What follows belongs to an exercise in optimizing a design on an open flow for small area, a short achievable clock period and few clock cycles; a production flow would make more cautious choices.
At most, simulation tests tie the RTL to the original design; equivalence was not proved.
Power and IR drop assume default switching activity.

== v49 ==
## gap_fc_top
module gap_fc_top (
    input  logic              clk,
    input  logic              rst_n,
    input  logic              start,
    input  logic [15:0]       pix_count,
    input  logic [15:0]       fm_base,
    output logic              busy,
    output logic              done,
    output logic              fm_rd_en,
    output logic [15:0]       fm_rd_addr,
    input  logic signed [7:0] fm_rd_data,
    input  logic              param_wr_en,
    input  logic [1:0]        param_wr_sel,
    input  logic [7:0]        param_wr_addr,
    input  logic [31:0]       param_wr_data,
    output logic              res_valid,
    output logic [1:0]        res_idx,
    output logic signed [7:0] res_data
);
Size in the first run: roughly 970 flip-flops, roughly 120 I/O pins, ~0.046 sq mm of cells after synthesis.
export LEC_CHECK = 0
export CAP_MARGIN = 50
export CORE_MARGIN = 2
export CORE_UTILIZATION = 40
export SLEW_MARGIN = 70
create_clock -name core_clock -period 15.0 [get_ports {clk}]
run.sh (not shown) runs the stock make flow with config.mk's settings and CLKGATE_MAP_FILE= SYNTH_SCRIPT=/design/flow/synth_recipe.tcl, a recipe that flattens the netlist after the stock synthesis.
v49: flow completed, timing, DRC and antenna clean
#### Input delta (v52 over v49)
==> flow/flow/run.sh (new file) <==
#!/bin/bash
# The standard layout (the standard.sh: ORFS synthesis through finish), with two knobs
# changed: ports are buffered with buf_4 instead of the cell buffer_ports picks by default, and
# repair_timing aims for a setup slack of 10.9 ns at the design's 15 ns clock.
# Each run's full output goes to flow_make.log in the work folder.
set -euo pipefail
bash standard.sh SETUP_SLACK_MARGIN=10.9 "BUFFER_PORTS_ARGS=-buffer_cell sky130_fd_sc_hd__buf_4" finish > flow_make.log 2>&1
==> flow/standard.sh (new file) <==
#!/bin/bash
# synth_recipe.tcl (not shown) runs the flow's synth.tcl, then flattens the netlist and writes it again
# the make line also repeats each setting of config.mk as NAME=value (left out here)
make -C /OpenROAD-flow-scripts/flow DESIGN_CONFIG=/design/flow/config.mk WORK_HOME=/design/flow/orfs CLKGATE_MAP_FILE= SYNTH_SCRIPT=/design/flow/synth_recipe.tcl "${@:-finish}"
removed: flow/run.sh
### Flow results
- The portion of total power attributed to the clock network number comes out lower for v52 vs v49.
- v49 → v52: sequential-to-total area share from yosys stat essentially unchanged, worst setup slack for register-to-register paths saw an increase.
- Diff v49 -> v52 | total net switching power | increase of 0.29 mW
Input changes introduced in v3 (baseline for comparison: v52):
==> flow/flow/run.sh <==
#!/bin/bash
# The standard layout (the standard.sh: ORFS synthesis through finish), with two knobs
# changed: ports are buffered with buf_4 instead of the cell buffer_ports picks by default, and
# repair_timing aims for a setup slack of 10.6 ns at the design's 15 ns clock.
# Each run's full output goes to flow_make.log in the work folder.
set -euo pipefail
bash standard.sh SETUP_SLACK_MARGIN=10.6 "BUFFER_PORTS_ARGS=-buffer_cell sky130_fd_sc_hd__buf_4" finish > flow_make.log 2>&1
Findings:
- v3 went all the way through the flow, and no timing, DRC or antenna check failed.
- Slew at the pin closest to its max-slew limit | v3 below v52
- v3: minimum setup slack in the final design is 0.067 ns lower than what v52 reported.
- [diff] number of vias after detailed routing, v3 relative to v52: improvement
- Total power: v3 below v52
- Compared with v52, v3 shows a higher part of the total power dissipated in the clock network.
- v52 tops out at a higher clock frequency than v3.
- Number of cells on the worst reg-to-reg path (v3 over v52): decrease, 1
No functional check of the RTL was part of any run of this note.

* * *

Another version of the RTL of gap_fc_top (not shown whole).
Size: roughly 3400 cells after synthesis, roughly 940 flip-flops, roughly 120 I/O pins, roughly 44000 sq um of cells after synthesis.
export LEC_CHECK = 0
export CAP_MARGIN = 70
export CORE_MARGIN = 2
export CORE_UTILIZATION = 40
export SLEW_MARGIN = 85
create_clock -name core_clock -period 15.0 [get_ports {clk}]
standard.sh (not shown) runs the stock make flow with config.mk's settings and CLKGATE_MAP_FILE= SYNTH_SCRIPT=/design/flow/synth_recipe.tcl, a recipe that flattens the netlist after the stock synthesis.
==> flow/flow/run.sh <==
#!/bin/bash
# The standard layout (the standard.sh: ORFS synthesis through finish), with two knobs
# changed: ports are buffered with buf_4 instead of the cell buffer_ports picks by default, and
# repair_timing aims for a setup slack of 10.6 ns at the design's 15 ns clock.
# Each run's full output goes to flow_make.log in the work folder.
set -euo pipefail
bash standard.sh SETUP_SLACK_MARGIN=10.6 "BUFFER_PORTS_ARGS=-buffer_cell sky130_fd_sc_hd__buf_4" finish > flow_make.log 2>&1
Testbench counts at the start, summed over its fixed seeds: cycles 25,268.
==> next run, changes <==
Settings changed: CAP_MARGIN 70 to 50, CORE_UTILIZATION 40 to 60, CTS_CLUSTER_DIAMETER from default to 100, CTS_CLUSTER_SIZE from default to 30, PLACE_DENSITY from default to 0.72, SLEW_MARGIN 85 to 70.
=> The new run finished clean. Flip-flop and latch count does not change. Clock-buffer cell count fell by 79. Routed wire length fell by about 17%. Cell area fell by 22%. First-iteration DRC count rose by 2.9%. Synthesized area is unchanged.

* * *

Starting RTL as in the previous note.
export LEC_CHECK = 0
export CAP_MARGIN = 50
export CORE_MARGIN = 2
export CORE_UTILIZATION = 40
export CTS_CLUSTER_DIAMETER = 100
export CTS_CLUSTER_SIZE = 26
export SLEW_MARGIN = 70
create_clock -name core_clock -period 15.0 [get_ports {clk}]
Scripts as last shown in full above: flow/flow/run.sh
Testbench counts at the start, summed over its fixed seeds: cycles 25,268.
Next try:
- CTS_CLUSTER_DIAMETER: 100 -> not set
- CTS_CLUSTER_SIZE: 26 -> not set
The changed run finished clean.
Via count grows by 1.1%.
Count of clock-buffer cells in the layout increases by 63.
Clock power is higher by 58%.
Cell count rises by 1.9%.
Worst hold slack is about the same.
Design area increases by 3.4%.
Non-clock buffer count decreases by 1.
Utilization came out higher by 1.6 points.
Next try:
==> flow/flow/run.sh (replaced) <==
#!/bin/bash
# The standard layout (the standard.sh: ORFS synthesis through finish), with two knobs
# changed: ports are buffered with buf_4 instead of the cell buffer_ports picks by default, and
# repair_timing aims for a setup slack of 10.75 ns at the design's 15 ns clock.
# Each run's full output goes to flow_make.log in the work folder.
set -euo pipefail
bash standard.sh SETUP_SLACK_MARGIN=10.75 "BUFFER_PORTS_ARGS=-buffer_cell sky130_fd_sc_hd__buf_4" finish > flow_make.log 2>&1
Sequential share of layout area went down by 0.69 points.
Wire length is higher slightly.
Final cell count went up slightly.
Count of clock-buffer cells in the layout is lower by 7.
Setup slack improves by 0.027 ns.
Total power came out higher slightly.
Synthesized area is unchanged.
Non-clock buffer count increases by 33.
Cell area rose slightly.
Hold slack is better by 0.021 ns.
Maximum frequency rises slightly.
Next try:
==> flow/flow/run.sh (replaced) <==
#!/bin/bash
# The standard layout (the standard.sh: ORFS synthesis through finish), with two knobs
# changed: ports are buffered with buf_4 instead of the cell buffer_ports picks by default, and
# repair_timing aims for a setup slack of 10.6 ns at the design's 15 ns clock.
# Each run's full output goes to flow_make.log in the work folder.
set -euo pipefail
bash standard.sh SETUP_SLACK_MARGIN=10.6 "BUFFER_PORTS_ARGS=-buffer_cell sky130_fd_sc_hd__buf_4" finish > flow_make.log 2>&1
- CTS_CLUSTER_DIAMETER: not set -> 150
- CTS_CLUSTER_SIZE: not set -> 30
Register-to-register slack loses 0.10 ns. Cell area goes down by a few percent. Worst hold slack loses 0.0058 ns.
Next try:
- CTS_CLUSTER_DIAMETER: 150 -> 120
- CTS_CLUSTER_SIZE: 30 -> 22
Synthesized cell count does not change.
Non-clock buffer count went up by 9.
Final area came out higher by about 0.8%.
Count of clock-buffer cells in the layout rose by 21.
First-iteration DRC count falls by 7.4%.
Clock power came out higher by about 10%.
Power climbs by about 2.3%.

* * *

Another version of the RTL of gap_fc_top (not shown whole).
For scale: ~3,400 cells after synthesis, roughly 940 flip-flops, roughly 120 I/O pins.
==> flow/config.mk <==
export PLATFORM = sky130hd
export DESIGN_NAME = gap_fc_top
export DESIGN_NICKNAME = gap_fc_top
export VERILOG_FILES = /design/flow/design.v
export SDC_FILE = /design/flow/constraint.sdc
export NUM_CORES = 4
export LEC_CHECK = 0
export CAP_MARGIN = 20
export CORE_MARGIN = 2
export CORE_UTILIZATION = 40
export SLEW_MARGIN = 20
==> flow/constraint.sdc <==
create_clock -name core_clock -period 15.0 [get_ports {clk}]
set_input_delay 3.0000 -clock core_clock [delete_from_list [all_inputs] [get_ports {clk}]]
set_output_delay 3.0000 -clock core_clock [all_outputs]
set_load 0.01 [all_outputs]
==> flow/flow/run.sh <==
#!/bin/bash
# The standard layout (the standard.sh: ORFS synthesis through finish), with two knobs
# changed: ports are buffered with buf_4 instead of the cell buffer_ports picks by default, and
# repair_timing aims for a setup slack of 10.6 ns at the design's 15 ns clock.
# Each run's full output goes to flow_make.log in the work folder.
set -euo pipefail
bash standard.sh SETUP_SLACK_MARGIN=10.6 "BUFFER_PORTS_ARGS=-buffer_cell sky130_fd_sc_hd__buf_4" finish > flow_make.log 2>&1
Rerun with:
- CAP_MARGIN: 20 -> 50
- SLEW_MARGIN: 20 -> 70
After rerunning: The new run ran to the end with no violations; cell area is higher by 1.3%; worst setup slack improved by 0.13 ns; via count hardly moves; global-route usage is about the same; power came out higher by 1.1%; routed wire length came out lower by 0.75%; synthesized cell count is unchanged.
No functional check of the RTL was part of any run of this note.

* * *

== fjord ==
gap_fc_top, a different RTL version from the one above (not shown whole).
For scale: ~910 flip-flops.
clock: 15.0 ns
lec_check: 0
cap_margin: 25
core_margin: 2
core_utilization: 40
cts_cluster_diameter: 120
cts_cluster_size: 22
slew_margin: 30
Scripts as last shown in full above: flow/flow/run.sh
fjord ended with every stage complete and zero timing, DRC or antenna violations.
Testbench counts of fjord, summed over its fixed seeds: cycles 25,244.
The inputs of juniper differ from those of fjord as listed below.
Settings: CAP_MARGIN changed from 25 to 50; SLEW_MARGIN changed from 30 to 70.
==> flow/flow/run.sh <==
#!/bin/bash
# The standard layout (the standard.sh: ORFS synthesis through finish), with two knobs
# changed: ports are buffered with buf_4 instead of the cell buffer_ports picks by default, and
# repair_timing aims for a setup slack of 10.45 ns at the design's 15 ns clock.
# Each run's full output goes to flow_make.log in the work folder.
set -euo pipefail
bash standard.sh SETUP_SLACK_MARGIN=10.45 "BUFFER_PORTS_ARGS=-buffer_cell sky130_fd_sc_hd__buf_4" finish > flow_make.log 2>&1
==> comparison <==
- Going from fjord to juniper, the overall power of the completed layout was found to have gone up by 0.34%.
- Length of routed met2 wiring sits higher in juniper than in fjord.
- The run showing the greater worst slack at placement is juniper.
- In the tables for fjord and juniper, cell total after placement reads higher with juniper.
- Minimum clock period: juniper higher than fjord

* * *

wip/yarrow:
Starting RTL as in the previous note.
export LEC_CHECK = 0
export CAP_MARGIN = 30
export CORE_MARGIN = 2
export CORE_UTILIZATION = 40
export CTS_CLUSTER_DIAMETER = 120
export CTS_CLUSTER_SIZE = 22
export SLEW_MARGIN = 40
create_clock -name core_clock -period 15.0 [get_ports {clk}]
==> flow/flow/run.sh <==
#!/bin/bash
# The standard layout (the standard.sh: ORFS synthesis through finish), with two knobs
# changed: ports are buffered with buf_4 instead of the cell buffer_ports picks by default, and
# repair_timing aims for a setup slack of 10.6 ns at the design's 15 ns clock.
# Each run's full output goes to flow_make.log in the work folder.
set -euo pipefail
bash standard.sh SETUP_SLACK_MARGIN=10.6 "BUFFER_PORTS_ARGS=-buffer_cell sky130_fd_sc_hd__buf_4" finish > flow_make.log 2>&1
wip/yarrow went all the way through synthesis, placement and routing and the layout is clean on timing, DRC and antenna.
Testbench counts of wip/yarrow, summed over its fixed seeds: cycles 25,244.
Setup changes, wip/yarrow to wip/amber
Settings: changing SLEW_MARGIN from 40 to 50; changing CAP_MARGIN from 30 to 35.
## What came out
Per the final summary, wip/yarrow finished and its layout is clean on timing, DRC and antenna.
Every stage of the flow completed for wip/amber, and the final layout passed the timing, design-rule and antenna checks.
Compared with wip/yarrow, wip/amber shows a combinational group share of total power that is 0.3 points lower.
Compared with wip/yarrow, wip/amber instantiates a smaller number of standard cells.
Diff wip/yarrow..wip/amber | multi-input logic portion of the cell area | negligible
wip/yarrow → wip/amber: first-pass GRT wire length went down, logic depth of the worst path, buffers included lower, overall global routing resource usage did not really move, cell area after layout went down by 440 um2.
Delta (wip/amber minus wip/yarrow): portion of total power attributed to the clock network now sits at about the same level, total of plain and repair buffers excluding clock buffers went down 10, hold slack neither gained nor lost much.
Input-level comparison between wip/sierra and wip/amber:
Settings: swapping 35 for 40 in CAP_MARGIN; swapping 50 for 60 in SLEW_MARGIN.
==> notes.md <==
| cell count | wip/sierra vs wip/amber | ≈ equal |
wip/amber → wip/sierra: global routing usage on met3 saw an increase, switching portion of total power about even.
In the reports for wip/amber and wip/sierra, the smaller sequential share of layout area belongs to wip/sierra.
Compared to wip/amber, wip/sierra has first-iteration DRC count 202 higher.
~same sequential cell power in wip/amber and wip/sierra
Via count essentially unchanged between wip/amber and wip/sierra.
Of wip/amber and wip/sierra, wip/sierra shows the lower worst setup slack after layout, with wip/amber above it.
diff inputs: wip/sierra => wip/pepper
Settings: CAP_MARGIN now 50, was 40; SLEW_MARGIN now 70, was 60.
Findings:
wip/pepper reports a higher cell count than wip/sierra does. Sort wip/pepper and wip/sierra by core utilization of the finished layout, ascending, and wip/sierra comes first. Diff wip/pepper and wip/sierra: met1 track demand over resource lower in wip/pepper. Sort wip/pepper and wip/sierra by placed cell count, ascending, and wip/sierra comes first.
For wip/umber, these inputs were changed with respect to wip/pepper:
Settings: swapping 40 for 60 in CORE_UTILIZATION; putting PLACE_DENSITY at 0.72 where nothing was set.
Findings:
Comparing the two runs side by side, wip/umber comes out behind wip/pepper on final worst slack. Register area: wip/pepper vs wip/umber, no meaningful difference. Diff wip/pepper -> wip/umber | total power density per cell area | up by a few percent.

-- port drivers added, routing unchanged --
The flow's constraints put no driver on any port. The routed layouts listed below were extracted and timed again, unchanged, in two steps. Step 1 assumes that a clkbuf_16 drives the clock port and a buf_2 every other input. Step 2 adds t to the input delays and takes it off the output delays; t is the mean of the earliest and latest rising clock arrival at the registers after step 1. Input paths then give back, and output paths get back, about the clock's delay inside the block. a / b / c = no drivers / after step 1 / after step 2; a / b = the first two.
run	shift t [ns]	setup slack, ns	latest minus earliest clock arrival (ns)	worst register clock-pin slew, ns	pins driven straight from the clock port
v49	0.732	10.203 / 10.135 / 10.132	0.047 / 0.048	0.07 / 0.07	1
v52	0.741	10.720 / 10.653 / 10.502	0.037 / 0.038	0.07 / 0.07	1
v3	0.732	10.653 / 10.587 / 10.542	0.039 / 0.039	0.07 / 0.07	1
the first run of note 2	0.750	9.361 / 9.361 / 9.203	0.059 / 0.059	0.07 / 0.07	1
the second run of note 2	0.678	10.623 / 10.577 / 9.987	0.038 / 0.037	0.12 / 0.12	1
the first run of note 3	0.738	10.616 / 10.569 / 9.920	0.079 / 0.079	0.10 / 0.10	1
the second run of note 3	0.744	10.640 / 10.577 / 9.939	0.071 / 0.071	0.07 / 0.07	1
the third run of note 3	0.736	10.667 / 10.600 / 9.971	0.062 / 0.063	0.07 / 0.07	1
the fourth run of note 3	0.720	10.609 / 10.597 / 9.932	0.062 / 0.063	0.12 / 0.12	1
the fifth run of note 3	0.744	10.614 / 10.547 / 9.959	0.073 / 0.073	0.10 / 0.10	1
the first run of note 4	0.732	10.535 / 10.570 / 9.838	0.045 / 0.045	0.07 / 0.07	1
the second run of note 4	0.740	10.663 / 10.599 / 9.968	0.043 / 0.043	0.06 / 0.06	1
fjord	0.690	10.565 / 10.612 / 9.922	0.053 / 0.053	0.10 / 0.10	1
juniper	0.691	10.485 / 10.522 / 9.831	0.031 / 0.031	0.10 / 0.10	1
wip/yarrow	0.682	10.587 / 10.616 / 9.934	0.061 / 0.061	0.10 / 0.10	1
wip/amber	0.690	10.643 / 10.616 / 9.998	0.053 / 0.054	0.10 / 0.10	1
wip/sierra	0.699	10.636 / 10.628 / 9.983	0.045 / 0.045	0.10 / 0.10	1
wip/pepper	0.692	10.625 / 10.627 / 9.978	0.058 / 0.058	0.10 / 0.10	1
wip/umber	0.700	10.621 / 10.597 / 9.965	0.033 / 0.033	0.10 / 0.10	1
After both steps setup and hold are still met in every run listed. The setup slack of the second run of note 3, which loses most, moves by -0.063 ns with the drivers and by -0.701 ns with both steps.
